Source: an optimization exercise on an open RTL-to-GDS flow (aim: small area, a short achievable clock period and few clock cycles). Production flows keep margins and buffers that such runs may drop. In this exercise RTL edits were held to simulation tests only and were not proved equivalent to the original.

==> flow/design.v (outline; a module is shown in full before it is edited, if it fits) <==
// module dts_sine_rom: 267 lines
// module dts_ctrl: 98 lines
// module dts_datapath: 1650 lines
// module decaying_tone_synth: 50 lines
module decaying_tone_synth (
  input  logic                                clk,
  input  logic                                rst,
  input  logic                                in_valid,
  output logic                                in_ready,
  input  logic                                start_req,
  output logic                                out_valid,
  input  logic                                out_ready,
  output logic signed [dts_pkg::SAMPLE_W-1:0] sample,
  output logic                                done_res,
  input  logic                                cfg_valid,
  output logic                                cfg_ready,
  input  logic [dts_pkg::CFG_IDX_W-1:0]       cfg_index,
  input  logic [dts_pkg::CFG_DATA_W-1:0]      cfg_data
);
  // ...
==> flow/run.sh <==
#!/bin/bash
# synth_recipe.tcl (not shown) runs the flow's synth.tcl, then flattens the netlist and writes it again
# the make line also repeats each setting of config.mk as NAME=value (left out here)
make -C /OpenROAD-flow-scripts/flow DESIGN_CONFIG=/design/flow/config.mk WORK_HOME=/design/flow/orfs CLKGATE_MAP_FILE= SYNTH_SCRIPT=/design/flow/synth_recipe.tcl finish
==> flow/config.mk <==
export PLATFORM = sky130hd
export DESIGN_NAME = decaying_tone_synth
export DESIGN_NICKNAME = decaying_tone_synth
export VERILOG_FILES = /design/flow/design.v
export SDC_FILE = /design/flow/constraint.sdc
export NUM_CORES = 4
export LEC_CHECK = 0
export CAP_MARGIN = 85
export CORE_MARGIN = 2
export CORE_UTILIZATION = 25
export PLACE_DENSITY = 0.45
export SLEW_MARGIN = 85
export SYNTH_MEMORY_MAX_BITS = 16384
==> flow/constraint.sdc <==
create_clock -name core_clock -period 10.0 [get_ports {clk}]
set_input_delay 2.0000 -clock core_clock [delete_from_list [all_inputs] [get_ports {clk}]]
set_output_delay 2.0000 -clock core_clock [all_outputs]
set_load 0.01 [all_outputs]
==> results by group, run 1 <==
Timing
  – Final Hold Vio Count: 0
  – RSZ-0062 raised after global routing: false
  – Fin crit period: 9.55 ns
  – Clock Skew: 0.0352 ns
  – Final Setup Violations: 0
  – Setup Total Neg Slack: 0 ns
  – Min Hold Slack: 0.315 ns

Floorplan
  – Chip width: 436 microns
  – Core Footprint: 186000 sq um
  – # Taps: 2480

Layout
  – Seq area share: 20.2%
  – Seq Cell Count: 597
  – Layout fillers: 18418

GRT
  – Grt total ovfl: 0
  – Met3 usage: 2.13%

Place
  – Post-DP HPWL: 124000 microns
  – Port Buffers: 58

Flow run
  – Max-cap violation count: 0

Critical path
  – Critical Setup Path Class: reg -> reg
  – CP Capture Type: flip-flop
  – Reg2reg end: u_datapath.s1_y[9]
  – Crit path largest cell delay: 0.54 ns
  – Setup crit start kind: flip-flop
  – Crit-path max FO: 13
  – Slowest stage cell on the critical path: clkdlybuf4s50_1
  – Crit path DAT: 10.12 ns

Detailed routing
  – Router iterations before antenna repair: 5
  – Final ANT Viol Nets: 0

Logic synthesis
  – Synth Cell Area: 46700 sq um
  – XOR/XNOR Fraction of Synth Area: 7.16%
  – Area share of and/or/nand/nor cells after synthesis: 12.7%
  – Post-synth net total: 5950
  – Top post-synthesis cells by area: dfxtp_1 21%, fa_1 16%, edfxtp_1 7.2%

CTS
  – CTS buffer count: 70
  – Hold Buf Count CTS: 0

Worst hold path
  – Hold Crit Class: reg -> reg

Status
  – Status: finished clean
Testbench counts, summed over its fixed seeds: cycles 12,768.
==> inputs of run 2 (changes only) <==
--- a/flow/config.mk
+++ b/flow/config.mk
@@ -5,9 +5,9 @@
 export SDC_FILE = /design/flow/constraint.sdc
 export NUM_CORES = 4
 export LEC_CHECK = 0
-export CAP_MARGIN = 85
+export CAP_MARGIN = 20
 export CORE_MARGIN = 2
 export CORE_UTILIZATION = 25
 export PLACE_DENSITY = 0.45
-export SLEW_MARGIN = 85
+export SLEW_MARGIN = 20
 export SYNTH_MEMORY_MAX_BITS = 16384
==> run 2 against run 1 <==
Effect of this change: first-iteration DRC count grew 14%; final cell count shrank 7.4%; area after synthesis is the same; wire length shrank 5.2%; hold slack gained 0.0057 ns.
==> results by group, run 2 <==
Floorplan
  – Core Footprint: 186000 sq um (unchanged)
  – Chip width: 436 microns (unchanged)
  – Die height: 436 microns
  – Starting density of the core: 25.2%
  – I/O pin count: 60
  – Total die area: 190000 sq um
  – Site Rows: 158

Critical path
  – Reg2reg end: u_datapath.s1_y[5]
  – Critical Path RT: 10.57 ns
  – Crit path DAT: 5.06 ns (-5.06 ns)
  – Critical Setup Path Class: reg -> reg
  – R2R cell count: 11
  – Crit path largest cell delay: 1.11 ns (+0.57 ns)
  – Top Family by Delay on Critical Path: adder cells
  – R2R setup slack: 5.52 ns
  – CP Capture Type: flip-flop
  – Slowest stage cell on the critical path: ha_1
  – CP Buf/Inv Count: 2
  – Crit-path max FO: 27 (+14)
  – Setup crit start kind: flip-flop
  – CP cell instances: buf_4 -> clkinv_1 -> ha_1 -> nor2b_1 -> o31ai_1 -> a21oi_1 -> mux4_2 -> nor2_1 -> a31oi_1 -> o21ai_0 -> mux2i_1
  – Crit. path cell count: 11
  – Reg-to-reg critical path startpoint: u_datapath.s0_jh[0]

Worst hold path
  – Hold Path Depth: 0
  – Hold EP: u_datapath.s1_env[1]
  – Worst Hold Launch: u_datapath.s0_env[1]
  – Hold Crit Class: reg -> reg

Detailed routing
  – Final ANT Viol Nets: 0 (unchanged)
  – Router iterations before antenna repair: 6 (+1)
  – Iter 0 DRT Violations: 3055
  – WL/cell: 19.7 microns
  – Vias: 37973
  – Total Wirelength: 150000 microns
  – Vias per cell: 4.99
  – DRC: 0

Logic synthesis
  – Area leader, netlist: dfxtp_1
  – Number of synthesis warnings: 4
  – Count leader, synth: inv_1
  – Yosys cell types: 88
  – Post-synth net total: 5950 (unchanged)
  – Ys async rst share: 0%
  – Synth Register Bits: 597
  – Mapped Cells: 5315
  – Post-synth top area share: 20.8%
  – Top post-synthesis cells by area: dfxtp_1 21%, fa_1 16%, edfxtp_1 7.2%
  – Synth Cell Area: 46700 sq um (unchanged)
  – Synth cell count leaders: 543 x inv_1, 485 x dfxtp_1, 467 x nand2_1
  – Main synth FF type: dfxtp_1
  – Seq/Total Area, Yosys: 28.0%
  – EDFF count, synth: 112
  – Mapped Avg Cell Area: 8.79 sq um

Layout
  – Max reg flops: 96
  – Commonest non-fill, non-tap cell in the layout: inv_1
  – Cell Count, Final, Fillers Out: 7617
  – Final instance area: 51600 sq um
  – Post-Route Utilization: 27.8%
  – Biggest registers after layout: u_ctrl.mem (96), u_datapath.s4_p0 (46), u_datapath.s4_p1 (45)
  – Layout Nets: 5716
  – Top reg by flops: u_ctrl.mem
  – N_diodes: 0
  – Area Growth Syn to Fin: 10.5%
  – Layout cells sized above 1: 5.29%
  – Most frequent cells in the layout: 543 x inv_1, 467 x nand2_1, 463 x dfxtp_1, 365 x fa_1, 352 x a21oi_1

CTS
  – Root Buffer: clkbuf_16
  – Clk slew on worst S/H paths: 0.07 ns
  – Htree depth: 3
  – CTS tree: yes
  – Hold Buf Count CTS: 0 (unchanged)
  – Worst-case clock buffer depth: 3
  – Post-CTS Setup Inserts: 0
  – CTS resizes: 0
  – Clock Sinks: 597
  – CTS buffer count: 71 (+1.4%)
  – Clock latency (worst-skew pair): 0.70 ns

Timing
  – Min Hold Slack: 0.321 ns (+0.00568 ns)
  – Slew headroom: 23.3%
  – Slew Viols, Final: 0
  – Final Setup Violations: 0 (unchanged)
  – Final Hold Vio Count: 0 (unchanged)
  – Fmax: 223 MHz
  – Setup Total Neg Slack: 0 ns (unchanged)
  – RSZ-0062 raised after global routing: false
  – Slew @ Worst Pin: 1.15 ns
  – Fin crit share: 44.8%
  – Clock Skew: 0.0584 ns (+0.0232 ns)
  – Fin crit period: 4.48 ns (-5.07 ns)

GRT
  – Largest net degree at the start of global routing: 101
  – Initial antenna violation count: 3
  – Grt total ovfl: 0 (unchanged)
  – First-pass GRT wire length: 234000 microns
  – Vias in the first global route: 38349
  – Tot GR Track Use: 15.4%

Place
  – GP Congestion: 0.909
  – Placed Cells: 7488
  – Port Buffers: 58 (unchanged)
  – Post-DP HPWL: 105000 microns (-15%)
  – DP Area: 49200 sq um

Flow run
  – Max-cap violation count: 0 (unchanged)

Status
  – Status: finished clean
## run 2: cell counts after synthesis
Identical to the previous run, type by type.
## run 2: per-layer routing
metal,GRT usage [%],vias up,wire (microns)
met5,0,-,0
met2,25.3,1269,70000
met4,4.64,0,4170
li1,-,17888,-
met3,2.41,249,8540
met1,20.8,18567,67100
## run 2: cells by family (layout without fill, tap and decap cells)
| family | Yosys count | count (layout) | share of synthesized area [%] |
|---|---|---|---|
| AO/OA/AOI/OAI | 1457 | 1457 | 20.9 |
| AND/OR/NAND/NOR | 1270 | 1270 | 12.7 |
| buffers and inverters | 967 | 789 | 8.02 |
| flip-flops | 597 | 597 | 28.0 |
| adder cells (fa/ha/maj) | 596 | 596 | 21.8 |
| XOR/XNOR | 382 | 382 | 7.16 |
| multiplexers | 45 | 45 | 1.42 |
| other | 1 | 1 | 0.00803 |
## run 2: worst reg2reg max path, cell delays in order, from the launching register on
cell and delay (ns):
dfxtp_1 0.31, buf_4 0.32, clkinv_1 0.47, ha_1 1.11, nor2b_1 0.33, o31ai_1 0.33
a21oi_1 0.19, mux4_2 0.53, nor2_1 0.11, a31oi_1 0.05, o21ai_0 0.40, mux2i_1 0.23
## run 2: worst max-delay path by stage
stage / start / slack (ns) / endpoint
finish: u_datapath.s0_jh[0] / 5.52 / u_datapath.s1_y[5]
global route: u_datapath.s0_jh[0] / 5.27 / u_datapath.s1_y[6]
CTS: u_datapath.s0_jh[0] / 5.59 / u_datapath.s1_y[5]
detailed placement: out_ready / 5.47 / u_ctrl.qcount[2]
global placement: out_ready / 5.41 / u_ctrl.qcount[2]
floorplan: u_datapath.s1_x[9] / 6.23 / u_datapath.s2_r1[12]
## run 2: stage by stage
step / setup WS, ns
after floorplan: 6.23
after global placement: 5.41
after detailed placement: 5.47
after CTS: 5.59
after global routing: 5.27
final: 5.52
## run 2: final cells by class
class / instances / area, sq um
fillers: 19846 / 134000
inverters: 549 / 2060
multi-input cells: 3751 / 30000
clock buffers: 99 / 1980
clock inverters: 30 / 412
repair buffers: 111 / 995
well taps: 2480 / 3100
flip-flops and latches: 597 / 13100

[re-timing with driven ports]
No port has a modelled driver above. Below, the same layouts with a new extraction and two added sets of constraints. Step 1 (the two cells are an assumption about what drives the block):
set clk [get_ports {clk}]
set_driving_cell -lib_cell sky130_fd_sc_hd__clkbuf_16 $clk
set_driving_cell -lib_cell sky130_fd_sc_hd__buf_2 [delete_from_list [all_inputs] $clk]
Step 2 adds t to the input delays and takes it off the output delays; t is the mean of the earliest and latest rising clock arrival at the registers after step 1. Input paths then give back, and output paths get back, about the clock's delay inside the block. a / b / c = ideal ports / drivers / drivers and shift; a / b = the first two.
run	shift t [ns]	setup WS [ns]	worst setup path after step 2	pins driven straight from the clock port
run 1	0.756	0.450 / 0.450 / 0.450	register to register	1
run 2	0.744	5.519 / 5.519 / 5.518	input to register	1
After both steps every run listed still meets setup and hold. The setup slack of run 2, which loses most, moves by 0.000 ns with the drivers and by -0.001 ns with both steps.
